What follows belongs to an exercise in optimizing a design on an open flow for small area, a short achievable clock period and few clock cycles per item; a production flow would make more cautious choices. RTL that was checked went through simulation tests only; none was proved equivalent to the original. Only the layout flow was run in run 1; the RTL was not checked for function there. Power and IR drop assume default switching activity.

## flow/design.v (module list and top-level ports; edited modules follow where they fit)
// module conv_pair_top: 1066 lines
// module conv_fa: 10 lines
// module conv_sign_word: 29 lines
// module conv_nand2: 3 lines
// module conv_nor2: 3 lines
// module conv_xor2: 3 lines
// module conv_xnor2: 3 lines
// module conv_inv: 3 lines
// module conv_aoi21: 3 lines
// module conv_oai21: 3 lines
// module conv_mux2: 3 lines
module conv_pair_top (
    input  logic                 clk_i,
    input  logic                 reset_i,
    input  logic                 win_valid_i,
    input  logic [127:0]         win_i,            
    output logic                 credit_o,
    input  logic                 credit_i,
    output logic                 result_valid_o,
    output logic [31:0]          result_o          
);
  // ...
==> flow/flow/run.sh <==
#!/bin/bash
# Standard layout (the standard.sh, all ORFS steps), except that the port buffers are
# buf_2 cells instead of the delay buffers buffer_ports picks by default.
# Each tool's full output is in orfs/logs/; make's own output is in make.log.
set -euo pipefail
bash standard.sh BUFFER_PORTS_ARGS="-buffer_cell sky130_fd_sc_hd__buf_2" finish > make.log 2>&1
==> flow/standard.sh <==
#!/bin/bash
# synth_recipe.tcl (not shown) runs the flow's synth.tcl, then flattens the netlist and writes it again
# the make line also repeats each setting of config.mk as NAME=value (left out here)
make -C /OpenROAD-flow-scripts/flow DESIGN_CONFIG=/design/flow/config.mk WORK_HOME=/design/flow/orfs CLKGATE_MAP_FILE= SYNTH_SCRIPT=/design/flow/synth_recipe.tcl "${@:-finish}"
==> flow/config.mk <==
export PLATFORM = sky130hd
export DESIGN_NAME = conv_pair_top
export DESIGN_NICKNAME = conv_pair_top
export VERILOG_FILES = /design/flow/design.v
export SDC_FILE = /design/flow/constraint.sdc
export NUM_CORES = 4
export LEC_CHECK = 0
export CAP_MARGIN = 20
export CORE_MARGIN = 2
export CORE_UTILIZATION = 65
export CTS_BUF_LIST = sky130_fd_sc_hd__clkbuf_4 sky130_fd_sc_hd__clkbuf_8
export SETUP_SLACK_MARGIN = 4.5
export SLEW_MARGIN = 20
export SYNTH_HIERARCHICAL = 1
export SYNTH_MINIMUM_KEEP_SIZE = 0
==> flow/constraint.sdc <==
create_clock -name core_clock -period 10.0 [get_ports {clk_i}]
set_input_delay 2.0000 -clock core_clock [delete_from_list [all_inputs] [get_ports {clk_i}]]
set_output_delay 2.0000 -clock core_clock [all_outputs]
set_load 0.01 [all_outputs]
==> results.toml, run 1 <==
[status]
status = "complete, no violations"

[critical_path]
cp_slowest_cell = "o21ai_1"
cp_num_buf_inv = 3
worstPathCellList = "buf_2 > fa_1 > fa_1 > fa_1 > nor2_1 > nor2_1 > nand2_1 > o21ai_1 > inv_1 > o21ai_1 > inv_1 > o21ai_1 > xor2_1"
cp-endpoint = "entry[33]$_DFFE_PP_"
r2r-start = "out_credits[0]$_SDFFE_PP0P_"

[route]
drc = 0
drtIter0Drc = 260
ant_nets = 0
via_count = 5155

[synthesis]
synth_mux_area_share_pct = 5.62
synthArstFlopShare_pct = 0
synth-compound-area-share_pct = 9.52
synth-main-ff-cell = "edfxtp_1"
synth_area_leaders = "fa_1 31%, edfxtp_1 27%, xor2_1 7.7%"
ys_types = 38
synth_simple_gate_area_share_pct = 7.21

[finish]
seq_cell_count = 74
multi_input_cells = 513
area_delta_synth_final_pct = 14.2
largest_class = "multi-input gates"
nets = 1095
fin_cells = 988
register_area_um2 = 2160
buffers = 149
nClkBuffers = 11
nFillCells = 832

[clock_tree]
clock_path_buffers = 2
tritoncts = "done"
cts_root_buffer = "clkbuf_8"

[placement]
placed_cells = 967
dp_worst_setup_slack_ns = 4.34
dp_hpwl_um = 12300

[die]
core_region_area_um2 = 11400
die_w_um = 112

[timing]
fmax_mhz = 189
setup_violations = 0
relSlewSlack_pct = 37.7

[power]
p_int_mw = 1.22
p_leak_nw = 3.74
top_power_group = "combinational cells"

[min_path]
holdPathEnd = "entry_valid[1]$_SDFF_PP0_"

[global_route]
use_met3_pct = 4.74
==> inputs of run 2 (changes only) <==
--- a/flow/design.v
+++ b/flow/design.v
@@ -613,61 +613,61 @@
     assign y0[17] = k0_120;
     assign z0[2] = 1'b0;
     assign x0[18] = v0[3];
     assign y0[18] = 1'b0;
     assign z0[3] = 1'b0;
     assign x0[19] = v0[4];
     assign y0[19] = 1'b0;
     assign z0[4] = 1'b0;
-    conv_nand2 i_gn0_0 (.a(x0[0]), .b(y0[0]), .y(gn0[0]));
-    conv_nor2 i_tn0_0 (.a(x0[0]), .b(y0[0]), .y(tn0[0]));
-    conv_xor2 i_p0_0 (.a(x0[0]), .b(y0[0]), .y(p0[0]));
-    conv_nand2 i_gn0_1 (.a(x0[1]), .b(y0[1]), .y(gn0[1]));
-    conv_nor2 i_tn0_1 (.a(x0[1]), .b(y0[1]), .y(tn0[1]));
-    conv_xor2 i_p0_1 (.a(x0[1]), .b(y0[1]), .y(p0[1]));
-    conv_nand2 i_gn0_2 (.a(x0[2]), .b(y0[2]), .y(gn0[2]));
-    conv_nor2 i_tn0_2 (.a(x0[2]), .b(y0[2]), .y(tn0[2]));
-    conv_xor2 i_p0_2 (.a(x0[2]), .b(y0[2]), .y(p0[2]));
-    conv_nand2 i_gn0_3 (.a(x0[3]), .b(y0[3]), .y(gn0[3]));
-    conv_nor2 i_tn0_3 (.a(x0[3]), .b(y0[3]), .y(tn0[3]));
-    conv_xor2 i_p0_3 (.a(x0[3]), .b(y0[3]), .y(p0[3]));
-    conv_nand2 i_gn0_4 (.a(x0[4]), .b(y0[4]), .y(gn0[4]));
-    conv_nor2 i_tn0_4 (.a(x0[4]), .b(y0[4]), .y(tn0[4]));
-    conv_xor2 i_p0_4 (.a(x0[4]), .b(y0[4]), .y(p0[4]));
-    conv_nand2 i_gn0_5 (.a(x0[5]), .b(y0[5]), .y(gn0[5]));
-    conv_nor2 i_tn0_5 (.a(x0[5]), .b(y0[5]), .y(tn0[5]));
-    conv_xor2 i_p0_5 (.a(x0[5]), .b(y0[5]), .y(p0[5]));
-    conv_nand2 i_gn0_6 (.a(x0[6]), .b(y0[6]), .y(gn0[6]));
-    conv_nor2 i_tn0_6 (.a(x0[6]), .b(y0[6]), .y(tn0[6]));
-    conv_xor2 i_p0_6 (.a(x0[6]), .b(y0[6]), .y(p0[6]));
-    conv_nand2 i_gn0_7 (.a(x0[7]), .b(y0[7]), .y(gn0[7]));
-    conv_nor2 i_tn0_7 (.a(x0[7]), .b(y0[7]), .y(tn0[7]));
-    conv_xor2 i_p0_7 (.a(x0[7]), .b(y0[7]), .y(p0[7]));
-    conv_nand2 i_gn0_8 (.a(x0[8]), .b(y0[8]), .y(gn0[8]));
-    conv_nor2 i_tn0_8 (.a(x0[8]), .b(y0[8]), .y(tn0[8]));
-    conv_xor2 i_p0_8 (.a(x0[8]), .b(y0[8]), .y(p0[8]));
-    conv_nand2 i_gn0_9 (.a(x0[9]), .b(y0[9]), .y(gn0[9]));
-    conv_nor2 i_tn0_9 (.a(x0[9]), .b(y0[9]), .y(tn0[9]));
-    conv_xor2 i_p0_9 (.a(x0[9]), .b(y0[9]), .y(p0[9]));
-    conv_nand2 i_gn0_10 (.a(x0[10]), .b(y0[10]), .y(gn0[10]));
-    conv_nor2 i_tn0_10 (.a(x0[10]), .b(y0[10]), .y(tn0[10]));
-    conv_xor2 i_p0_10 (.a(x0[10]), .b(y0[10]), .y(p0[10]));
-    conv_nand2 i_gn0_11 (.a(x0[11]), .b(y0[11]), .y(gn0[11]));
-    conv_nor2 i_tn0_11 (.a(x0[11]), .b(y0[11]), .y(tn0[11]));
-    conv_xor2 i_p0_11 (.a(x0[11]), .b(y0[11]), .y(p0[11]));
-    conv_nand2 i_gn0_12 (.a(x0[12]), .b(y0[12]), .y(gn0[12]));
-    conv_nor2 i_tn0_12 (.a(x0[12]), .b(y0[12]), .y(tn0[12]));
-    conv_xor2 i_p0_12 (.a(x0[12]), .b(y0[12]), .y(p0[12]));
-    conv_nand2 i_gn0_13 (.a(x0[13]), .b(y0[13]), .y(gn0[13]));
-    conv_nor2 i_tn0_13 (.a(x0[13]), .b(y0[13]), .y(tn0[13]));
-    conv_xor2 i_p0_13 (.a(x0[13]), .b(y0[13]), .y(p0[13]));
-    conv_nand2 i_gn0_14 (.a(x0[14]), .b(y0[14]), .y(gn0[14]));
-    conv_nor2 i_tn0_14 (.a(x0[14]), .b(y0[14]), .y(tn0[14]));
-    conv_xor2 i_p0_14 (.a(x0[14]), .b(y0[14]), .y(p0[14]));
+    conv_nand2 i_gn0_0 (.a(~pa0[0]), .b(s0_1), .y(gn0[0]));
+    conv_nor2 i_tn0_0 (.a(~pa0[0]), .b(s0_1), .y(tn0[0]));
+    conv_xor2 i_p0_0 (.a(~pa0[0]), .b(s0_1), .y(p0[0]));
+    conv_nand2 i_gn0_1 (.a(s0_5), .b(s0_7), .y(gn0[1]));
+    conv_nor2 i_tn0_1 (.a(s0_5), .b(s0_7), .y(tn0[1]));
+    conv_xor2 i_p0_1 (.a(s0_5), .b(s0_7), .y(p0[1]));
+    assign gn0[2] = ~(s0_15 & 1'b0);
+    assign tn0[2] = ~(s0_15 | 1'b0);
+    assign p0[2] = s0_15 ^ 1'b0;
+    conv_nand2 i_gn0_3 (.a(k0_16), .b(s0_23), .y(gn0[3]));
+    conv_nor2 i_tn0_3 (.a(k0_16), .b(s0_23), .y(tn0[3]));
+    conv_xor2 i_p0_3 (.a(k0_16), .b(s0_23), .y(p0[3]));
+    conv_nand2 i_gn0_4 (.a(k0_24), .b(s0_31), .y(gn0[4]));
+    conv_nor2 i_tn0_4 (.a(k0_24), .b(s0_31), .y(tn0[4]));
+    conv_xor2 i_p0_4 (.a(k0_24), .b(s0_31), .y(p0[4]));
+    conv_nand2 i_gn0_5 (.a(k0_32), .b(s0_39), .y(gn0[5]));
+    conv_nor2 i_tn0_5 (.a(k0_32), .b(s0_39), .y(tn0[5]));
+    conv_xor2 i_p0_5 (.a(k0_32), .b(s0_39), .y(p0[5]));
+    conv_nand2 i_gn0_6 (.a(k0_40), .b(s0_47), .y(gn0[6]));
+    conv_nor2 i_tn0_6 (.a(k0_40), .b(s0_47), .y(tn0[6]));
+    conv_xor2 i_p0_6 (.a(k0_40), .b(s0_47), .y(p0[6]));
+    conv_nand2 i_gn0_7 (.a(k0_48), .b(s0_55), .y(gn0[7]));
+    conv_nor2 i_tn0_7 (.a(k0_48), .b(s0_55), .y(tn0[7]));
+    conv_xor2 i_p0_7 (.a(k0_48), .b(s0_55), .y(p0[7]));
+    conv_nand2 i_gn0_8 (.a(k0_56), .b(s0_63), .y(gn0[8]));
+    conv_nor2 i_tn0_8 (.a(k0_56), .b(s0_63), .y(tn0[8]));
+    conv_xor2 i_p0_8 (.a(k0_56), .b(s0_63), .y(p0[8]));
+    conv_nand2 i_gn0_9 (.a(k0_64), .b(s0_71), .y(gn0[9]));
+    conv_nor2 i_tn0_9 (.a(k0_64), .b(s0_71), .y(tn0[9]));
+    conv_xor2 i_p0_9 (.a(k0_64), .b(s0_71), .y(p0[9]));
+    conv_nand2 i_gn0_10 (.a(k0_72), .b(s0_79), .y(gn0[10]));
+    conv_nor2 i_tn0_10 (.a(k0_72), .b(s0_79), .y(tn0[10]));
+    conv_xor2 i_p0_10 (.a(k0_72), .b(s0_79), .y(p0[10]));
+    conv_nand2 i_gn0_11 (.a(k0_80), .b(s0_87), .y(gn0[11]));
+    conv_nor2 i_tn0_11 (.a(k0_80), .b(s0_87), .y(tn0[11]));
+    conv_xor2 i_p0_11 (.a(k0_80), .b(s0_87), .y(p0[11]));
+    conv_nand2 i_gn0_12 (.a(k0_88), .b(s0_95), .y(gn0[12]));
+    conv_nor2 i_tn0_12 (.a(k0_88), .b(s0_95), .y(tn0[12]));
+    conv_xor2 i_p0_12 (.a(k0_88), .b(s0_95), .y(p0[12]));
+    conv_nand2 i_gn0_13 (.a(k0_96), .b(s0_103), .y(gn0[13]));
+    conv_nor2 i_tn0_13 (.a(k0_96), .b(s0_103), .y(tn0[13]));
+    conv_xor2 i_p0_13 (.a(k0_96), .b(s0_103), .y(p0[13]));
+    conv_nand2 i_gn0_14 (.a(k0_104), .b(s0_111), .y(gn0[14]));
+    conv_nor2 i_tn0_14 (.a(k0_104), .b(s0_111), .y(tn0[14]));
+    conv_xor2 i_p0_14 (.a(k0_104), .b(s0_111), .y(p0[14]));
     conv_oai21 i_n0_121 (.a1(tn0[1]), .a2(gn0[0]), .b1(gn0[1]), .y(n0_121));
     conv_nor2 i_n0_122 (.a(tn0[1]), .b(tn0[0]), .y(n0_122));
     conv_oai21 i_n0_123 (.a1(tn0[3]), .a2(gn0[2]), .b1(gn0[3]), .y(n0_123));
     conv_nor2 i_n0_124 (.a(tn0[3]), .b(tn0[2]), .y(n0_124));
     conv_oai21 i_n0_125 (.a1(tn0[5]), .a2(gn0[4]), .b1(gn0[5]), .y(n0_125));
     conv_nor2 i_n0_126 (.a(tn0[5]), .b(tn0[4]), .y(n0_126));
     conv_oai21 i_n0_127 (.a1(tn0[7]), .a2(gn0[6]), .b1(gn0[7]), .y(n0_127));
     conv_nor2 i_n0_128 (.a(tn0[7]), .b(tn0[6]), .y(n0_128));
@@ -753,31 +753,31 @@
     conv_xnor2 i_lo0_7 (.a(p0[7]), .b(n0_165), .y(lo0[7]));
     conv_xor2 i_lo0_8 (.a(p0[8]), .b(n0_167), .y(lo0[8]));
     conv_xor2 i_lo0_9 (.a(p0[9]), .b(n0_181), .y(lo0[9]));
     conv_xnor2 i_lo0_10 (.a(p0[10]), .b(n0_183), .y(lo0[10]));
     conv_xnor2 i_lo0_11 (.a(p0[11]), .b(n0_185), .y(lo0[11]));
     conv_xor2 i_lo0_12 (.a(p0[12]), .b(n0_189), .y(lo0[12]));
     conv_xnor2 i_lo0_13 (.a(p0[13]), .b(n0_191), .y(lo0[13]));
     conv_xor2 i_lo0_14 (.a(p0[14]), .b(n0_195), .y(lo0[14]));
-    conv_nand2 i_hgn0_0 (.a(x0[15]), .b(y0[15]), .y(hgn0[0]));
-    conv_nor2 i_htn0_0 (.a(x0[15]), .b(y0[15]), .y(htn0[0]));
-    conv_xor2 i_hp0_0 (.a(x0[15]), .b(y0[15]), .y(hp0[0]));
-    conv_nand2 i_hgn0_1 (.a(x0[16]), .b(y0[16]), .y(hgn0[1]));
-    conv_nor2 i_htn0_1 (.a(x0[16]), .b(y0[16]), .y(htn0[1]));
-    conv_xor2 i_hp0_1 (.a(x0[16]), .b(y0[16]), .y(hp0[1]));
-    conv_nand2 i_hgn0_2 (.a(x0[17]), .b(y0[17]), .y(hgn0[2]));
-    conv_nor2 i_htn0_2 (.a(x0[17]), .b(y0[17]), .y(htn0[2]));
-    conv_xor2 i_hp0_2 (.a(x0[17]), .b(y0[17]), .y(hp0[2]));
-    conv_nand2 i_hgn0_3 (.a(x0[18]), .b(y0[18]), .y(hgn0[3]));
-    conv_nor2 i_htn0_3 (.a(x0[18]), .b(y0[18]), .y(htn0[3]));
-    conv_xor2 i_hp0_3 (.a(x0[18]), .b(y0[18]), .y(hp0[3]));
-    conv_nand2 i_hgn0_4 (.a(x0[19]), .b(y0[19]), .y(hgn0[4]));
-    conv_nor2 i_htn0_4 (.a(x0[19]), .b(y0[19]), .y(htn0[4]));
-    conv_xor2 i_hp0_4 (.a(x0[19]), .b(y0[19]), .y(hp0[4]));
+    conv_nand2 i_hgn0_0 (.a(k0_112), .b(s0_117), .y(hgn0[0]));
+    conv_nor2 i_htn0_0 (.a(k0_112), .b(s0_117), .y(htn0[0]));
+    conv_xor2 i_hp0_0 (.a(k0_112), .b(s0_117), .y(hp0[0]));
+    conv_nand2 i_hgn0_1 (.a(k0_118), .b(s0_119), .y(hgn0[1]));
+    conv_nor2 i_htn0_1 (.a(k0_118), .b(s0_119), .y(htn0[1]));
+    conv_xor2 i_hp0_1 (.a(k0_118), .b(s0_119), .y(hp0[1]));
+    conv_nand2 i_hgn0_2 (.a(v0[2]), .b(k0_120), .y(hgn0[2]));
+    conv_nor2 i_htn0_2 (.a(v0[2]), .b(k0_120), .y(htn0[2]));
+    conv_xor2 i_hp0_2 (.a(v0[2]), .b(k0_120), .y(hp0[2]));
+    assign hgn0[3] = ~(v0[3] & 1'b0);
+    assign htn0[3] = ~(v0[3] | 1'b0);
+    assign hp0[3] = v0[3] ^ 1'b0;
+    assign hgn0[4] = ~(v0[4] & 1'b0);
+    assign htn0[4] = ~(v0[4] | 1'b0);
+    assign hp0[4] = v0[4] ^ 1'b0;
     conv_oai21 i_n0_201 (.a1(htn0[1]), .a2(hgn0[0]), .b1(hgn0[1]), .y(n0_201));
     conv_nor2 i_n0_202 (.a(htn0[1]), .b(htn0[0]), .y(n0_202));
     conv_oai21 i_n0_203 (.a1(htn0[3]), .a2(hgn0[2]), .b1(hgn0[3]), .y(n0_203));
     conv_nor2 i_n0_204 (.a(htn0[3]), .b(htn0[2]), .y(n0_204));
     conv_aoi21 i_n0_205 (.a1(n0_204), .a2(n0_201), .b1(n0_203), .y(n0_205));
     conv_nand2 i_n0_206 (.a(n0_204), .b(n0_202), .y(n0_206));
     conv_inv i_n0_207 (.a(n0_199), .y(n0_207));
     conv_oai21 i_n0_208 (.a1(n0_206), .a2(n0_207), .b1(n0_205), .y(n0_208));
@@ -894,61 +894,61 @@
     assign y1[17] = k1_328;
     assign z1[2] = 1'b0;
     assign x1[18] = v1[3];
     assign y1[18] = 1'b0;
     assign z1[3] = 1'b0;
     assign x1[19] = v1[4];
     assign y1[19] = 1'b0;
     assign z1[4] = 1'b0;
-    conv_nand2 i_gn1_0 (.a(x1[0]), .b(y1[0]), .y(gn1[0]));
-    conv_nor2 i_tn1_0 (.a(x1[0]), .b(y1[0]), .y(tn1[0]));
-    conv_xor2 i_p1_0 (.a(x1[0]), .b(y1[0]), .y(p1[0]));
-    conv_nand2 i_gn1_1 (.a(x1[1]), .b(y1[1]), .y(gn1[1]));
-    conv_nor2 i_tn1_1 (.a(x1[1]), .b(y1[1]), .y(tn1[1]));
-    conv_xor2 i_p1_1 (.a(x1[1]), .b(y1[1]), .y(p1[1]));
-    conv_nand2 i_gn1_2 (.a(x1[2]), .b(y1[2]), .y(gn1[2]));
-    conv_nor2 i_tn1_2 (.a(x1[2]), .b(y1[2]), .y(tn1[2]));
-    conv_xor2 i_p1_2 (.a(x1[2]), .b(y1[2]), .y(p1[2]));
-    conv_nand2 i_gn1_3 (.a(x1[3]), .b(y1[3]), .y(gn1[3]));
-    conv_nor2 i_tn1_3 (.a(x1[3]), .b(y1[3]), .y(tn1[3]));
-    conv_xor2 i_p1_3 (.a(x1[3]), .b(y1[3]), .y(p1[3]));
-    conv_nand2 i_gn1_4 (.a(x1[4]), .b(y1[4]), .y(gn1[4]));
-    conv_nor2 i_tn1_4 (.a(x1[4]), .b(y1[4]), .y(tn1[4]));
-    conv_xor2 i_p1_4 (.a(x1[4]), .b(y1[4]), .y(p1[4]));
-    conv_nand2 i_gn1_5 (.a(x1[5]), .b(y1[5]), .y(gn1[5]));
-    conv_nor2 i_tn1_5 (.a(x1[5]), .b(y1[5]), .y(tn1[5]));
-    conv_xor2 i_p1_5 (.a(x1[5]), .b(y1[5]), .y(p1[5]));
-    conv_nand2 i_gn1_6 (.a(x1[6]), .b(y1[6]), .y(gn1[6]));
-    conv_nor2 i_tn1_6 (.a(x1[6]), .b(y1[6]), .y(tn1[6]));
-    conv_xor2 i_p1_6 (.a(x1[6]), .b(y1[6]), .y(p1[6]));
-    conv_nand2 i_gn1_7 (.a(x1[7]), .b(y1[7]), .y(gn1[7]));
-    conv_nor2 i_tn1_7 (.a(x1[7]), .b(y1[7]), .y(tn1[7]));
-    conv_xor2 i_p1_7 (.a(x1[7]), .b(y1[7]), .y(p1[7]));
-    conv_nand2 i_gn1_8 (.a(x1[8]), .b(y1[8]), .y(gn1[8]));
-    conv_nor2 i_tn1_8 (.a(x1[8]), .b(y1[8]), .y(tn1[8]));
-    conv_xor2 i_p1_8 (.a(x1[8]), .b(y1[8]), .y(p1[8]));
-    conv_nand2 i_gn1_9 (.a(x1[9]), .b(y1[9]), .y(gn1[9]));
-    conv_nor2 i_tn1_9 (.a(x1[9]), .b(y1[9]), .y(tn1[9]));
-    conv_xor2 i_p1_9 (.a(x1[9]), .b(y1[9]), .y(p1[9]));
-    conv_nand2 i_gn1_10 (.a(x1[10]), .b(y1[10]), .y(gn1[10]));
-    conv_nor2 i_tn1_10 (.a(x1[10]), .b(y1[10]), .y(tn1[10]));
-    conv_xor2 i_p1_10 (.a(x1[10]), .b(y1[10]), .y(p1[10]));
-    conv_nand2 i_gn1_11 (.a(x1[11]), .b(y1[11]), .y(gn1[11]));
-    conv_nor2 i_tn1_11 (.a(x1[11]), .b(y1[11]), .y(tn1[11]));
-    conv_xor2 i_p1_11 (.a(x1[11]), .b(y1[11]), .y(p1[11]));
-    conv_nand2 i_gn1_12 (.a(x1[12]), .b(y1[12]), .y(gn1[12]));
-    conv_nor2 i_tn1_12 (.a(x1[12]), .b(y1[12]), .y(tn1[12]));
-    conv_xor2 i_p1_12 (.a(x1[12]), .b(y1[12]), .y(p1[12]));
-    conv_nand2 i_gn1_13 (.a(x1[13]), .b(y1[13]), .y(gn1[13]));
-    conv_nor2 i_tn1_13 (.a(x1[13]), .b(y1[13]), .y(tn1[13]));
-    conv_xor2 i_p1_13 (.a(x1[13]), .b(y1[13]), .y(p1[13]));
-    conv_nand2 i_gn1_14 (.a(x1[14]), .b(y1[14]), .y(gn1[14]));
-    conv_nor2 i_tn1_14 (.a(x1[14]), .b(y1[14]), .y(tn1[14]));
-    conv_xor2 i_p1_14 (.a(x1[14]), .b(y1[14]), .y(p1[14]));
+    conv_nand2 i_gn1_0 (.a(~pa1[0]), .b(s1_209), .y(gn1[0]));
+    conv_nor2 i_tn1_0 (.a(~pa1[0]), .b(s1_209), .y(tn1[0]));
+    conv_xor2 i_p1_0 (.a(~pa1[0]), .b(s1_209), .y(p1[0]));
+    conv_nand2 i_gn1_1 (.a(s1_213), .b(s1_215), .y(gn1[1]));
+    conv_nor2 i_tn1_1 (.a(s1_213), .b(s1_215), .y(tn1[1]));
+    conv_xor2 i_p1_1 (.a(s1_213), .b(s1_215), .y(p1[1]));
+    assign gn1[2] = ~(s1_223 & 1'b0);
+    assign tn1[2] = ~(s1_223 | 1'b0);
+    assign p1[2] = s1_223 ^ 1'b0;
+    conv_nand2 i_gn1_3 (.a(k1_224), .b(s1_231), .y(gn1[3]));
+    conv_nor2 i_tn1_3 (.a(k1_224), .b(s1_231), .y(tn1[3]));
+    conv_xor2 i_p1_3 (.a(k1_224), .b(s1_231), .y(p1[3]));
+    conv_nand2 i_gn1_4 (.a(k1_232), .b(s1_239), .y(gn1[4]));
+    conv_nor2 i_tn1_4 (.a(k1_232), .b(s1_239), .y(tn1[4]));
+    conv_xor2 i_p1_4 (.a(k1_232), .b(s1_239), .y(p1[4]));
+    conv_nand2 i_gn1_5 (.a(k1_240), .b(s1_247), .y(gn1[5]));
+    conv_nor2 i_tn1_5 (.a(k1_240), .b(s1_247), .y(tn1[5]));
+    conv_xor2 i_p1_5 (.a(k1_240), .b(s1_247), .y(p1[5]));
+    conv_nand2 i_gn1_6 (.a(k1_248), .b(s1_255), .y(gn1[6]));
+    conv_nor2 i_tn1_6 (.a(k1_248), .b(s1_255), .y(tn1[6]));
+    conv_xor2 i_p1_6 (.a(k1_248), .b(s1_255), .y(p1[6]));
+    conv_nand2 i_gn1_7 (.a(k1_256), .b(s1_263), .y(gn1[7]));
+    conv_nor2 i_tn1_7 (.a(k1_256), .b(s1_263), .y(tn1[7]));
+    conv_xor2 i_p1_7 (.a(k1_256), .b(s1_263), .y(p1[7]));
+    conv_nand2 i_gn1_8 (.a(k1_264), .b(s1_271), .y(gn1[8]));
+    conv_nor2 i_tn1_8 (.a(k1_264), .b(s1_271), .y(tn1[8]));
+    conv_xor2 i_p1_8 (.a(k1_264), .b(s1_271), .y(p1[8]));
+    conv_nand2 i_gn1_9 (.a(k1_272), .b(s1_279), .y(gn1[9]));
+    conv_nor2 i_tn1_9 (.a(k1_272), .b(s1_279), .y(tn1[9]));
+    conv_xor2 i_p1_9 (.a(k1_272), .b(s1_279), .y(p1[9]));
+    conv_nand2 i_gn1_10 (.a(k1_280), .b(s1_287), .y(gn1[10]));
+    conv_nor2 i_tn1_10 (.a(k1_280), .b(s1_287), .y(tn1[10]));
+    conv_xor2 i_p1_10 (.a(k1_280), .b(s1_287), .y(p1[10]));
+    conv_nand2 i_gn1_11 (.a(k1_288), .b(s1_295), .y(gn1[11]));
+    conv_nor2 i_tn1_11 (.a(k1_288), .b(s1_295), .y(tn1[11]));
+    conv_xor2 i_p1_11 (.a(k1_288), .b(s1_295), .y(p1[11]));
+    conv_nand2 i_gn1_12 (.a(k1_296), .b(s1_303), .y(gn1[12]));
+    conv_nor2 i_tn1_12 (.a(k1_296), .b(s1_303), .y(tn1[12]));
+    conv_xor2 i_p1_12 (.a(k1_296), .b(s1_303), .y(p1[12]));
+    conv_nand2 i_gn1_13 (.a(k1_304), .b(s1_311), .y(gn1[13]));
+    conv_nor2 i_tn1_13 (.a(k1_304), .b(s1_311), .y(tn1[13]));
+    conv_xor2 i_p1_13 (.a(k1_304), .b(s1_311), .y(p1[13]));
+    conv_nand2 i_gn1_14 (.a(k1_312), .b(s1_319), .y(gn1[14]));
+    conv_nor2 i_tn1_14 (.a(k1_312), .b(s1_319), .y(tn1[14]));
+    conv_xor2 i_p1_14 (.a(k1_312), .b(s1_319), .y(p1[14]));
     conv_oai21 i_n1_329 (.a1(tn1[1]), .a2(gn1[0]), .b1(gn1[1]), .y(n1_329));
     conv_nor2 i_n1_330 (.a(tn1[1]), .b(tn1[0]), .y(n1_330));
     conv_oai21 i_n1_331 (.a1(tn1[3]), .a2(gn1[2]), .b1(gn1[3]), .y(n1_331));
     conv_nor2 i_n1_332 (.a(tn1[3]), .b(tn1[2]), .y(n1_332));
     conv_oai21 i_n1_333 (.a1(tn1[5]), .a2(gn1[4]), .b1(gn1[5]), .y(n1_333));
     conv_nor2 i_n1_334 (.a(tn1[5]), .b(tn1[4]), .y(n1_334));
     conv_oai21 i_n1_335 (.a1(tn1[7]), .a2(gn1[6]), .b1(gn1[7]), .y(n1_335));
     conv_nor2 i_n1_336 (.a(tn1[7]), .b(tn1[6]), .y(n1_336));
@@ -1034,31 +1034,31 @@
     conv_xnor2 i_lo1_7 (.a(p1[7]), .b(n1_373), .y(lo1[7]));
     conv_xor2 i_lo1_8 (.a(p1[8]), .b(n1_375), .y(lo1[8]));
     conv_xor2 i_lo1_9 (.a(p1[9]), .b(n1_389), .y(lo1[9]));
     conv_xnor2 i_lo1_10 (.a(p1[10]), .b(n1_391), .y(lo1[10]));
     conv_xnor2 i_lo1_11 (.a(p1[11]), .b(n1_393), .y(lo1[11]));
     conv_xor2 i_lo1_12 (.a(p1[12]), .b(n1_397), .y(lo1[12]));
     conv_xnor2 i_lo1_13 (.a(p1[13]), .b(n1_399), .y(lo1[13]));
     conv_xor2 i_lo1_14 (.a(p1[14]), .b(n1_403), .y(lo1[14]));
-    conv_nand2 i_hgn1_0 (.a(x1[15]), .b(y1[15]), .y(hgn1[0]));
-    conv_nor2 i_htn1_0 (.a(x1[15]), .b(y1[15]), .y(htn1[0]));
-    conv_xor2 i_hp1_0 (.a(x1[15]), .b(y1[15]), .y(hp1[0]));
-    conv_nand2 i_hgn1_1 (.a(x1[16]), .b(y1[16]), .y(hgn1[1]));
-    conv_nor2 i_htn1_1 (.a(x1[16]), .b(y1[16]), .y(htn1[1]));
-    conv_xor2 i_hp1_1 (.a(x1[16]), .b(y1[16]), .y(hp1[1]));
-    conv_nand2 i_hgn1_2 (.a(x1[17]), .b(y1[17]), .y(hgn1[2]));
-    conv_nor2 i_htn1_2 (.a(x1[17]), .b(y1[17]), .y(htn1[2]));
-    conv_xor2 i_hp1_2 (.a(x1[17]), .b(y1[17]), .y(hp1[2]));
-    conv_nand2 i_hgn1_3 (.a(x1[18]), .b(y1[18]), .y(hgn1[3]));
-    conv_nor2 i_htn1_3 (.a(x1[18]), .b(y1[18]), .y(htn1[3]));
-    conv_xor2 i_hp1_3 (.a(x1[18]), .b(y1[18]), .y(hp1[3]));
-    conv_nand2 i_hgn1_4 (.a(x1[19]), .b(y1[19]), .y(hgn1[4]));
-    conv_nor2 i_htn1_4 (.a(x1[19]), .b(y1[19]), .y(htn1[4]));
-    conv_xor2 i_hp1_4 (.a(x1[19]), .b(y1[19]), .y(hp1[4]));
+    conv_nand2 i_hgn1_0 (.a(k1_320), .b(s1_325), .y(hgn1[0]));
+    conv_nor2 i_htn1_0 (.a(k1_320), .b(s1_325), .y(htn1[0]));
+    conv_xor2 i_hp1_0 (.a(k1_320), .b(s1_325), .y(hp1[0]));
+    conv_nand2 i_hgn1_1 (.a(k1_326), .b(s1_327), .y(hgn1[1]));
+    conv_nor2 i_htn1_1 (.a(k1_326), .b(s1_327), .y(htn1[1]));
+    conv_xor2 i_hp1_1 (.a(k1_326), .b(s1_327), .y(hp1[1]));
+    conv_nand2 i_hgn1_2 (.a(v1[2]), .b(k1_328), .y(hgn1[2]));
+    conv_nor2 i_htn1_2 (.a(v1[2]), .b(k1_328), .y(htn1[2]));
+    conv_xor2 i_hp1_2 (.a(v1[2]), .b(k1_328), .y(hp1[2]));
+    assign hgn1[3] = ~(v1[3] & 1'b0);
+    assign htn1[3] = ~(v1[3] | 1'b0);
+    assign hp1[3] = v1[3] ^ 1'b0;
+    assign hgn1[4] = ~(v1[4] & 1'b0);
+    assign htn1[4] = ~(v1[4] | 1'b0);
+    assign hp1[4] = v1[4] ^ 1'b0;
     conv_oai21 i_n1_409 (.a1(htn1[1]), .a2(hgn1[0]), .b1(hgn1[1]), .y(n1_409));
     conv_nor2 i_n1_410 (.a(htn1[1]), .b(htn1[0]), .y(n1_410));
     conv_oai21 i_n1_411 (.a1(htn1[3]), .a2(hgn1[2]), .b1(hgn1[3]), .y(n1_411));
     conv_nor2 i_n1_412 (.a(htn1[3]), .b(htn1[2]), .y(n1_412));
     conv_aoi21 i_n1_413 (.a1(n1_412), .a2(n1_409), .b1(n1_411), .y(n1_413));
     conv_nand2 i_n1_414 (.a(n1_412), .b(n1_410), .y(n1_414));
     conv_inv i_n1_415 (.a(n1_407), .y(n1_415));
     conv_oai21 i_n1_416 (.a1(n1_414), .a2(n1_415), .b1(n1_413), .y(n1_416));
==> flow/flow/run.sh (replaced) <==
#!/bin/bash
set -euo pipefail
bash standard.sh SETUP_SLACK_MARGIN=5.5 BUFFER_PORTS_ARGS="-buffer_cell sky130_fd_sc_hd__buf_2" finish > make.log 2>&1
==> flow/config.mk (replaced) <==
export PLATFORM = sky130hd
export DESIGN_NAME = conv_pair_top
export DESIGN_NICKNAME = conv_pair_top
export VERILOG_FILES = /design/flow/design.v
export SDC_FILE = /design/flow/constraint.sdc
export NUM_CORES = 4
export LEC_CHECK = 0
export CAP_MARGIN = 20
export CORE_MARGIN = 2
export CORE_UTILIZATION = 65
export CTS_BUF_LIST = sky130_fd_sc_hd__clkbuf_4 sky130_fd_sc_hd__clkbuf_8
export SETUP_SLACK_MARGIN = 5.0
export SLEW_MARGIN = 20
export SYNTH_HIERARCHICAL = 1
export SYNTH_MINIMUM_KEEP_SIZE = 0
==> run 2 against run 1 <==
Critical endpoint is now entry[15]$_DFFE_PP_. Worst hold slack improved by 0.0088 ns. Still clean. Sequential cell count unchanged. Global-route usage increased by 1.6 points. Sequential power barely moved. Synthesized area is 0.88% lower. First-iteration DRC count is 24% higher. Fmax rose by 11%. Final area grew 12%.
==> results.toml, run 2 <==
[status]
status = "complete, no violations"

[synthesis]
ys_types = 38
synth-edff-count = 68
synthArstFlopShare_pct = 0
ys_seq_area_share_pct = 29.0
ys_ff_latch = 74
synth_area_leader_cell = "fa_1"
yosysMostFrequentCell = "fa_1"
synthTopCellsByCount = "116 x fa_1, 93 x inv_1, 68 x edfxtp_1"
avgSynthCellArea_um2 = 11.2
synth-main-ff-cell = "edfxtp_1"
synth_cells = 666
syn_area_um2 = 7460
synth_area_leaders = "fa_1 31%, edfxtp_1 27%, xor2_1 6.8%"
synth_top_area_share_pct = 31.1
yosysWarnings = 8

[critical_path]
r2r_slack_ns = 8.33
cp.arrival_ns = 4.86
crit_path_start_kind = "input port"
worst_path_dominant_cell_family = "adder cells"
reg2reg_to = "out_credits[1]$_SDFFE_PP1P_"
critical_path_class = "in2reg"
reg2regPathDepth = 6
cp_num_buf_inv = 2
cp-startpoint = "win_i[19]"
cp-end-kind = "register"
critical_path_required_ns = 10.11
worstPathCellList = "buf_8 > fa_1 > fa_1 > fa_2 > nor2_4 > nor2_4 > nand2_2 > o21ai_4 > inv_2 > o21ai_4 > mux2_4"
r2r-start = "out_credits[0]$_SDFFE_PP0P_"
crit_fanout = 3
cp_slowest_cell = "fa_2"
critPathMaxStageDelay_ns = 0.62

[power]
p_total_mw = 2.86
p_clk_share_pct = 7.4
combPwrFrac_pct = 71.5
p_per_area_nw_per_um2 = 297
power_switching_share_pct = 45.2
p_int_mw = 1.57
irDropWorstVdd_mv = 0.169
p_sw_mw = 1.29
p_leak_nw = 4.07
power_frac_seq_pct = 21.1

[route]
ant_nets = 0
drc = 0
firstDrtPassIters = 5
via_count = 5703
routed_wl_um = 18600
via_per_inst = 5.60
drtIter0Drc = 322
wl_per_cell_um = 18.3

[timing]
hold_ws_ns = 0.521
rsz0062_at_grt = "true"
setup_violations = 0
fin_ws_ns = 5.25
fmax_mhz = 210
period_needed_ns = 4.75
timing.final.crit_share_pct = 47.5
drv_slew = 0
skew_ns = 0.0143
worst_pin_slew_ns = 1.08
relSlewSlack_pct = 28.1
setup_tns_ns = 0
hold_viol_final = 0

[die]
die_w_um = 111
dieArea_um2 = 12400
die_h_um = 111
boundaryPins = 166
start_util_pct = 65.9
core_region_area_um2 = 11300
rows = 39

[run]
maxCapViolCount = 0

[finish]
register_area_um2 = 2160
area_delta_synth_final_pct = 28.8
nets = 1131
top_regs = "entry (68), entry_valid (2), out_credits (2)"
antenna_cells = 0
final_cell_mix = "126 x buf_2, 93 x fa_1, 82 x inv_1, 68 x edfxtp_1, 56 x xor2_1"
final_area_um2 = 9620
multi_input_area_um2 = 5400
nFillCells = 582
drive_above_1_share_pct = 43.0
largest_register = "entry"
largest_register_ffs = 68
final_common_cell = "buf_2"

[placement]
place_area_um2 = 8320
dp_hpwl_um = 12200
numPortBuffers = 147
gp_congestion = 0.898
dp_worst_setup_slack_ns = 4.68

[min_path]
min_from = "entry_valid[1]$_SDFF_PP0_"
holdPathEnd = "entry_valid[1]$_SDFF_PP0_"
hold_class = "reg2reg"
holdPathStages = 2

[clock_tree]
cts_root_buffer = "clkbuf_8"
clock_path_buffers = 2
cts_sinks = 74
clk_latency_ns = 0.37
tritoncts = "done"
h-tree-depth = 3
cts.clk_slew.worst_paths_ns = 0.08
cts_inserted_buffers = 9

[global_route]
grt_pass1_vias = 5729
grt_pass1_wl_um = 26200
grt_start_max_net_pins = 36
overflow = 0
grt_use_total_pct = 26.9
grt_antenna_before_repair = 0
## run 2: changes by cell type in the layout (fill, tap and decap cells not counted), moves of 19 or more
cell	change
buf_6	+19
fa_2	+23
buf_4	+48
buf_2	-21
fa_1	-23
nor2_4	+20
nor2_1	-38
o21ai_1	-25
## run 2: power by group through the flow
stage | Combinational, mW | Clock (mW) | Sequential [mW]
2_1_floorplan | 1.08 | 0 | 0.594
3_3_place_gp | 1.30 | 0 | 0.600
3_5_place_dp | 1.36 | 0 | 0.605
4_1_cts | 1.57 | 0.209 | 0.599
5_1_grt | 2.18 | 0.223 | 0.612
6_report | 2.04 | 0.211 | 0.603
## run 2: worst max path at each step
stage               cells after the start                  end  slack, ns
CTS                                    11  entry[15]$_DFFE_PP_       5.32
floorplan                              10  entry[15]$_DFFE_PP_       5.11
finish                                 11  entry[15]$_DFFE_PP_       5.25
global placement                       11  entry[32]$_DFFE_PP_       4.76
detailed placement                     11  entry[32]$_DFFE_PP_       4.68
global route                           13  entry[16]$_DFFE_PP_       5.16
## run 2: logic make-up (layout without fill, tap and decap cells)
kind of cell | count (synthesis) | in the layout | share of synthesized area (%)
flops | 74 | 74 | 29.0
xor+xnor | 77 | 77 | 9.03
simple gates | 125 | 125 | 6.74
buf+inv | 109 | 312 | 6.60
other cells | 2 | 8 | 0.101
mux | 38 | 38 | 5.67
compound gates | 112 | 112 | 9.60
fa+ha+maj | 129 | 129 | 33.3
## run 2: metal layers
layer	GRT usage, %	up-vias	wire length, um
met1	32.3	2821	6650
met3	5.58	71	970
met2	47.7	250	10200
li1	-	2561	-
met5	0	-	0
met4	10.5	0	765
## run 2: cell type report
cell class,count,area share (%)
tap,143,1.86
clock inverter,6,0.455
clock buffer,10,1.37
sequential,74,22.5
inverter,93,3.68
timing repair buffer,203,14.0
multi-input combinational,489,56.2
## run 2: worst register-to-register path, stage by stage (launching register included)
cell and delay, ns:
dfxtp_1 0.41, nor2_1 0.09, a21oi_1 0.21, o21ai_1 0.11, ha_1 0.34, or3_1 0.37
nand3_1 0.10
## run 2: what timing repair did
| action | 4_1_cts | 5_1_grt |
|---|---|---|
| gates resized for setup | 55 | 151 |
| endpoints found under the setup margin | 42 | 48 |
| pin swaps | 50 | 64 |
| hold buffers | 0 | 0 |
| buffers inserted | 27 | 27 |
## run 2: Yosys stat by module (local to each module, per instance), a selection
module	times used	cells
conv_nand2	44	1
conv_aoi21	22	1
conv_inv	36	1
conv_xnor2	14	1
conv_mux2	2	1
conv_xor2	50	1
conv_pair_top	1	240
conv_fa	116	1
conv_oai21	42	1
conv_nor2	56	1
## run 2: stage by stage
stage | utilization [%] | std cells
final | 85.0 | 1018
after global routing | 85.0 | 1018
after CTS | 78.4 | 991
after detailed placement | 73.5 | 948
after global placement | 73.5 | 948
after floorplan | - | 672
Testbench counts of run 2, summed over its fixed seeds: cycles 968, items 960.
==> inputs of run 3 (changes only) <==
==> flow/flow/run.sh (replaced) <==
#!/bin/bash
set -euo pipefail
bash standard.sh SETUP_SLACK_MARGIN=6.0 BUFFER_PORTS_ARGS="-buffer_cell sky130_fd_sc_hd__buf_2" finish > make.log 2>&1
==> run 3 against run 2 <==
Via count fell by 2.2%. Final area fell by 0.14%. Core utilization fell by 0.12 points. Wire length fell by 1.7%. Global-route usage barely moved. Critical path depth did not move. Critical path type unchanged. Largest cell class unchanged. Die area did not move. Synthesized area did not move. Worst hold slack got worse by 0.013 ns. Count of clock-buffer cells in the layout rose by 1. Sequential cell count did not move. Still clean.
==> results.toml, run 3 <==
[status]
status = "complete, no violations"

[timing]
hold_ws_ns = 0.508
skew_ns = 0.0114
setup_tns_ns = 0
hold_viol_final = 0
timing.final.crit_share_pct = 47.1
drv_slew = 0
worst_pin_slew_ns = 0.868
fmax_mhz = 213
rsz0062_at_grt = "true"
period_needed_ns = 4.71
setup_violations = 0
relSlewSlack_pct = 41.0

[synthesis]
ys_types = 38
yosysWarnings = 8
syn_area_um2 = 7460
synth_top_area_share_pct = 31.1
synthTopCellsByCount = "116 x fa_1, 93 x inv_1, 68 x edfxtp_1"
ys_seq_area_share_pct = 29.0
synth_area_leaders = "fa_1 31%, edfxtp_1 27%, xor2_1 6.8%"
synth-edff-count = 68
synth_cells = 666
avgSynthCellArea_um2 = 11.2
yosysMostFrequentCell = "fa_1"
ys_ff_latch = 74
synthArstFlopShare_pct = 0
synth-main-ff-cell = "edfxtp_1"
synth_area_leader_cell = "fa_1"

[power]
p_sw_mw = 1.24
power_frac_seq_pct = 21.5
p_int_mw = 1.55
p_per_area_nw_per_um2 = 291
p_leak_nw = 4.07
irDropWorstVdd_mv = 0.156
combPwrFrac_pct = 70.7
p_clk_share_pct = 7.8
power_switching_share_pct = 44.5

[global_route]
grt_pass1_wl_um = 26200
grt_use_total_pct = 26.9
overflow = 0
grt_start_max_net_pins = 40
grt_pass1_vias = 5804
grt_antenna_before_repair = 0

[placement]
dp_hpwl_um = 12100
place_area_um2 = 8320
numPortBuffers = 147
gp_congestion = 0.937

[die]
core_region_area_um2 = 11300
dieArea_um2 = 12400
die_h_um = 111
rows = 39
die_w_um = 111
boundaryPins = 166
start_util_pct = 65.9

[critical_path]
crit_path_start_kind = "input port"
cp.arrival_ns = 4.81
cp-end-kind = "register"
critical_path_class = "in2reg"
crit_fanout = 3
critical_path_required_ns = 10.11

[route]
wl_per_cell_um = 18.1
drc = 0
via_count = 5579
via_per_inst = 5.51
drtIter0Drc = 304
routed_wl_um = 18300
ant_nets = 0
firstDrtPassIters = 5

[finish]
final_area_um2 = 9600
largest_register = "entry"
antenna_cells = 0
top_regs = "entry (68), entry_valid (2), out_credits (2)"
drive_above_1_share_pct = 42.5
nets = 1125
final_core_util_pct = 84.8
area_delta_synth_final_pct = 28.7
largest_register_ffs = 68
final_common_cell = "buf_2"
final_cell_mix = "125 x buf_2, 97 x fa_1, 79 x inv_1, 68 x edfxtp_1, 54 x xor2_1"

[clock_tree]
cts_sinks = 74
cts_root_buffer = "clkbuf_8"
cts_inserted_buffers = 9
tritoncts = "done"
clock_path_buffers = 2
h-tree-depth = 3
cts.clk_slew.worst_paths_ns = 0.08
clk_latency_ns = 0.36

[run]
maxCapViolCount = 0

[min_path]
hold_class = "reg2reg"
## run 3: cell counts after synthesis
Identical to the previous run, type by type.
## run 3: worst paths after layout
| check | from | end | slack [ns] | cells past startpoint |
|---|---|---|---|---|
| max | win_i[20] | entry[49]$_DFFE_PP_ | 5.29 | 11 |
| min | entry_valid[1]$_SDFF_PP0_ | entry_valid[1]$_SDFF_PP0_ | 0.51 | 2 |
| max reg2reg | rd_ptr$_SDFFE_PP0P_ | out_credits[1]$_SDFFE_PP1P_ | 8.21 | 6 |
| min reg2reg | entry_valid[1]$_SDFF_PP0_ | entry_valid[1]$_SDFF_PP0_ | 0.51 | 2 |
## run 3: metal layers
| layer | up-vias | global-route usage (%) | share of wire [%] | wire (um) |
|---|---|---|---|---|
| li1 | 2547 | - | - | - |
| met1 | 2764 | 31.9 | 35 | 6480 |
| met2 | 221 | 48.7 | 56 | 10300 |
| met3 | 47 | 3.83 | 5.3 | 966 |
| met4 | 0 | 11.9 | 3.2 | 580 |
| met5 | - | 0 | 0 | 0 |
## run 3: cell families after synthesis
group                    Yosys count  share of synthesized area (%)
AO/OA/AOI/OAI                    112                           9.60
XOR/XNOR                          77                           9.03
adder cells (fa/ha/maj)          129                           33.3
buffers and inverters            109                           6.60
flip-flops                        74                           29.0
multiplexers                      38                           5.67
other                              2                          0.101
AND/OR/NAND/NOR                  125                           6.74
## run 3: power groups by stage
stage	combinational, mW	clock [mW]	sequential [mW]
2_1_floorplan	1.08	0	0.594
5_1_grt	2.12	0.233	0.611
3_3_place_gp	1.30	0	0.597
3_5_place_dp	1.36	0	0.604
6_report	1.98	0.219	0.601
4_1_cts	1.62	0.220	0.598
## run 3: modules after synthesis (local to each module, per instance), excerpt
| module | copies in the design | cells | flops+latches | area [um2] |
|---|---|---|---|---|
| conv_sign_word | 2 | 22 | 0 | 160 |
| conv_inv | 36 | 1 | 0 | 3.75 |
| conv_oai21 | 42 | 1 | 0 | 5.00 |
| conv_fa | 116 | 1 | 0 | 20.0 |
| conv_mux2 | 2 | 1 | 0 | 15.0 |
| conv_xnor2 | 14 | 1 | 0 | 8.76 |
| conv_aoi21 | 22 | 1 | 0 | 8.76 |
| conv_nor2 | 56 | 1 | 0 | 3.75 |
| conv_pair_top | 1 | 240 | 74 | 3320 |
## run 3: metrics by stage
stage	power, mW	instances	worst slack [ns]
2_1_floorplan	1.67	672	5.11
3_3_place_gp	1.90	948	4.77
3_5_place_dp	1.97	948	4.73
4_1_cts	2.44	989	5.34
5_1_grt	2.96	1012	5.20
6_report	2.80	1012	5.29
## run 3: repair_timing
item	in CTS	in global routing
setup buffers	25	22
gates resized for setup	83	116
setup endpoints to repair	81	71
hold buffers	0	0
pin swaps	55	80
## run 3: cell type report
type,instances,area (um2)
multi-input cells,489,5350
flip-flops and latches,74,2160
fillers,595,1720
repair buffers,197,1380
inverters,93,349
well taps,143,179
clock buffers,11,145
clock inverters,5,38.8
## run 3: critical path: stages
cell and delay [ns]:
buf_8 0.10, fa_1 0.57, fa_1 0.44, fa_2 0.61, nor2_4 0.07, nor2_4 0.13
nand2_2 0.08, o21ai_4 0.22, inv_2 0.07, o21ai_4 0.18, mux2_4 0.32
==> inputs of run 4 (changes only) <==
==> flow/flow/run.sh (replaced) <==
#!/bin/bash
# Standard layout (the standard.sh, all ORFS steps), except that the port buffers are
# buf_2 cells instead of the delay buffers buffer_ports picks by default.
# Each tool's full output is in orfs/logs/; make's own output is in make.log.
set -euo pipefail
bash standard.sh BUFFER_PORTS_ARGS="-buffer_cell sky130_fd_sc_hd__buf_2" finish > make.log 2>&1
==> run 4 against run 3 <==
Synthesized cell count unchanged. Die area unchanged. Total power down 17%. Largest power group unchanged. Highest routed layer is now met5.
==> results.toml, run 4 <==
[timing]
timing.final.crit_share_pct = 48.7
fmax_mhz = 205
rsz0062_at_grt = "false"
skew_ns = 0.00922
hold_viol_final = 0
drv_slew = 0
setup_violations = 0
fin_ws_ns = 5.13
period_needed_ns = 4.87
setup_tns_ns = 0
worst_pin_slew_ns = 0.893
relSlewSlack_pct = 39.3

[finish]
final_common_cell = "buf_2"
nFillCells = 787
largest_register = "entry"
final_cell_mix = "147 x buf_2, 116 x fa_1, 93 x inv_1, 68 x edfxtp_1, 59 x nor2_1"
drive_above_1_share_pct = 27.5
largest_register_ffs = 68
top_regs = "entry (68), entry_valid (2), out_credits (2)"
nets = 1084
register_area_um2 = 2160
area_delta_synth_final_pct = 15.7
antenna_cells = 0
multi_input_area_um2 = 4880
final_area_um2 = 8640

[power]
p_leak_nw = 3.75
irDropWorstVdd_mv = 0.147
p_per_area_nw_per_um2 = 267

[clock_tree]
tritoncts = "done"
cts_inserted_buffers = 9
clk_latency_ns = 0.36
cts.clk_slew.worst_paths_ns = 0.08
h-tree-depth = 3
cts_root_buffer = "clkbuf_8"
hold_buffers = 0
clock_path_buffers = 2
cts_sinks = 74

[critical_path]
r2r-start = "out_credits[0]$_SDFFE_PP0P_"
cp.arrival_ns = 5.04
critPathMaxStageDelay_ns = 0.56
worst_path_dominant_cell_family = "adder cells"
r2r_slack_ns = 8.33
crit_fanout = 4
cp_slowest_cell = "fa_1"
reg2reg_to = "out_credits[1]$_SDFFE_PP1P_"
path_common_cell = "fa_1"
critical_path_class = "in2reg"
crit_path_start_kind = "input port"
critical_path_required_ns = 10.17
cp-end-kind = "register"
reg2regPathDepth = 6
worstPathCellList = "buf_2 > fa_1 > fa_1 > fa_1 > nor2_1 > nor2_1 > nand2_1 > o21ai_4 > inv_1 > o21ai_2 > inv_1 > o21ai_1 > xor2_1"
cp_num_buf_inv = 3

[synthesis]
synthXorXnorAreaFrac_pct = 9.03
ys_seq_area_share_pct = 29.0
synthArstFlopShare_pct = 0
synth_simple_gate_area_share_pct = 6.74
synth_area_leader_cell = "fa_1"
ys_ff_latch = 74
synthTopCellsByCount = "116 x fa_1, 93 x inv_1, 68 x edfxtp_1"
ys_types = 38
yosysWarnings = 8
yosys.area_share.adder_pct = 33.3
synth_top_family_by_area = "adder cells"
syn_area_um2 = 7460
avgSynthCellArea_um2 = 11.2
synth_mux_area_share_pct = 5.67
synth_top_area_share_pct = 31.1
synth-compound-area-share_pct = 9.60
yosysMostFrequentCell = "fa_1"
synth_area_leaders = "fa_1 31%, edfxtp_1 27%, xor2_1 6.8%"
synth-edff-count = 68
synth_cells = 666
synth-main-ff-cell = "edfxtp_1"

[placement]
dp_worst_setup_slack_ns = 4.52
dp_hpwl_um = 12600
gp_congestion = 0.880
numPortBuffers = 147
place_area_um2 = 8290

[route]
routed_wl_um = 15200
via_per_inst = 5.33
drc = 0
wl_per_cell_um = 15.7
drtIter0Drc = 183
via_count = 5180
ant_nets = 0
firstDrtPassIters = 4

[run]
maxCapViolCount = 0

[min_path]
holdPathEnd = "entry_valid[1]$_SDFF_PP0_"
min_from = "entry_valid[1]$_SDFF_PP0_"
hold_class = "reg2reg"
holdPathStages = 2

[die]
dieArea_um2 = 12400
core_region_area_um2 = 11300
die_h_um = 111
die_w_um = 111
rows = 39
boundaryPins = 166
start_util_pct = 65.9

[global_route]
grt_pass1_wl_um = 25100
overflow = 0
grt_use_total_pct = 25.8
grt_start_max_net_pins = 36
grt_pass1_vias = 5520
grt_antenna_before_repair = 2

[status]
status = "complete, no violations"
-- run 4: cell type report --
| type | instances | share of cell area [%] |
|---|---|---|
| Inverter | 93 | 4.04 |
| Sequential cell | 74 | 25.1 |
| Multi-Input combinational cell | 489 | 56.5 |
| Tap cell | 143 | 2.07 |
| Clock inverter | 5 | 1.19 |
| Clock buffer | 11 | 1.68 |
| Timing Repair Buffer | 156 | 9.45 |
-- run 4: cell families (layout without fill, tap and decap cells) --
family,count (synthesis),after routing
buf+inv,109,265
flops,74,74
simple gates,125,125
other cells,2,8
fa+ha+maj,129,129
mux,38,38
compound gates,112,112
xor+xnor,77,77
-- run 4: per-stage QoR --
| stage | total power [mW] | cells | utilization, % | hold slack, ns |
|---|---|---|---|---|
| floorplan | 1.65 | 672 | - | 0.473 |
| global placement | 1.88 | 948 | 73.2 | 0.489 |
| detailed placement | 1.95 | 948 | 73.2 | 0.493 |
| CTS | 2.27 | 965 | 75.6 | 0.504 |
| global route | 2.49 | 971 | 76.3 | 0.539 |
| finish | 2.31 | 971 | 76.3 | 0.507 |
-- run 4: worst max-delay path by stage --
stage | startpoint | to | depth (start not counted)
floorplan | win_i[20] | entry[15]$_DFFE_PP_ | 10
global route | win_i[52] | entry[50]$_DFFE_PP_ | 13
global placement | win_i[52] | entry[33]$_DFFE_PP_ | 13
CTS | win_i[20] | entry[16]$_DFFE_PP_ | 13
finish | win_i[54] | entry[33]$_DFFE_PP_ | 13
detailed placement | win_i[51] | entry[33]$_DFFE_PP_ | 13
-- run 4: power breakdown --
| part | total (mW) | internal (mW) | switching (mW) |
|---|---|---|---|
| registers | 0.601 | 0.567 | 0.0333 |
| clock network | 0.284 | 0.175 | 0.109 |
| logic | 1.42 | 0.590 | 0.834 |
-- run 4: Yosys stat by module (local to each module, per instance), a selection --
module	area [um2]	flip-flops and latches	times used
conv_nor2	3.75	0	56
conv_pair_top	3320	74	1
conv_fa	20.0	0	116
conv_inv	3.75	0	36
conv_mux2	15.0	0	2
conv_aoi21	8.76	0	22
conv_sign_word	160	0	2
conv_xnor2	8.76	0	14
conv_nand2	3.75	0	44
-- run 4: per-layer routing --
metal	part of all wire (%)	up-vias	GRT usage, %	routed length (um)
li1	-	2463	-	-
met1	39	2532	31.5	5940
met2	53	153	46.2	8070
met3	5.8	28	5.80	884
met4	1.9	4	7.00	294
met5	0.18	-	0	27
-- run 4: worst register-to-register path: stages, from the launching register on --
cell and delay (ns):
dfxtp_1 0.39, nor2_1 0.08, a21oi_1 0.22, o21ai_1 0.13, ha_1 0.35, or3_1 0.36
nand3_1 0.08
-- run 4: timing repair --
action | in CTS | in global routing
setup buffers | 1 | 5
endpoints found under the setup margin | 8 | 10
gates resized for setup | 2 | 6
pin swaps | 1 | 1

==> static timing again, ports no longer ideal <==
How much do the figures lean on ideal ports? The routed layouts below were timed once more, with nothing changed but the port constraints. Step 1: set_driving_cell puts a clkbuf_16 on clk_i and a buf_2 on each other input, an assumption about the parent block. Step 2 times the ports against the registers' clock, not the clock port: input delays grow and output delays shrink by t, the midpoint of the rising clock arrivals with the driver on. a / b / c = ideal / step 1 / step 2; a / b = the first two.
run | t, ns | slack for setup (ns) | worst data-port slew with drivers (ns)
run 1 | 0.383 | 4.714 / 4.726 / 4.343 | 0.07
run 2 | 0.397 | 5.246 / 5.229 / 4.832 | 0.08
run 3 | 0.394 | 5.294 / 5.286 / 4.893 | 0.06
run 4 | 0.389 | 5.125 / 5.142 / 4.753 | 0.07
After both steps setup and hold are still met in every run listed. For run 2, which loses most, drivers alone change the setup slack by -0.017 ns; drivers and shift together by -0.414 ns.
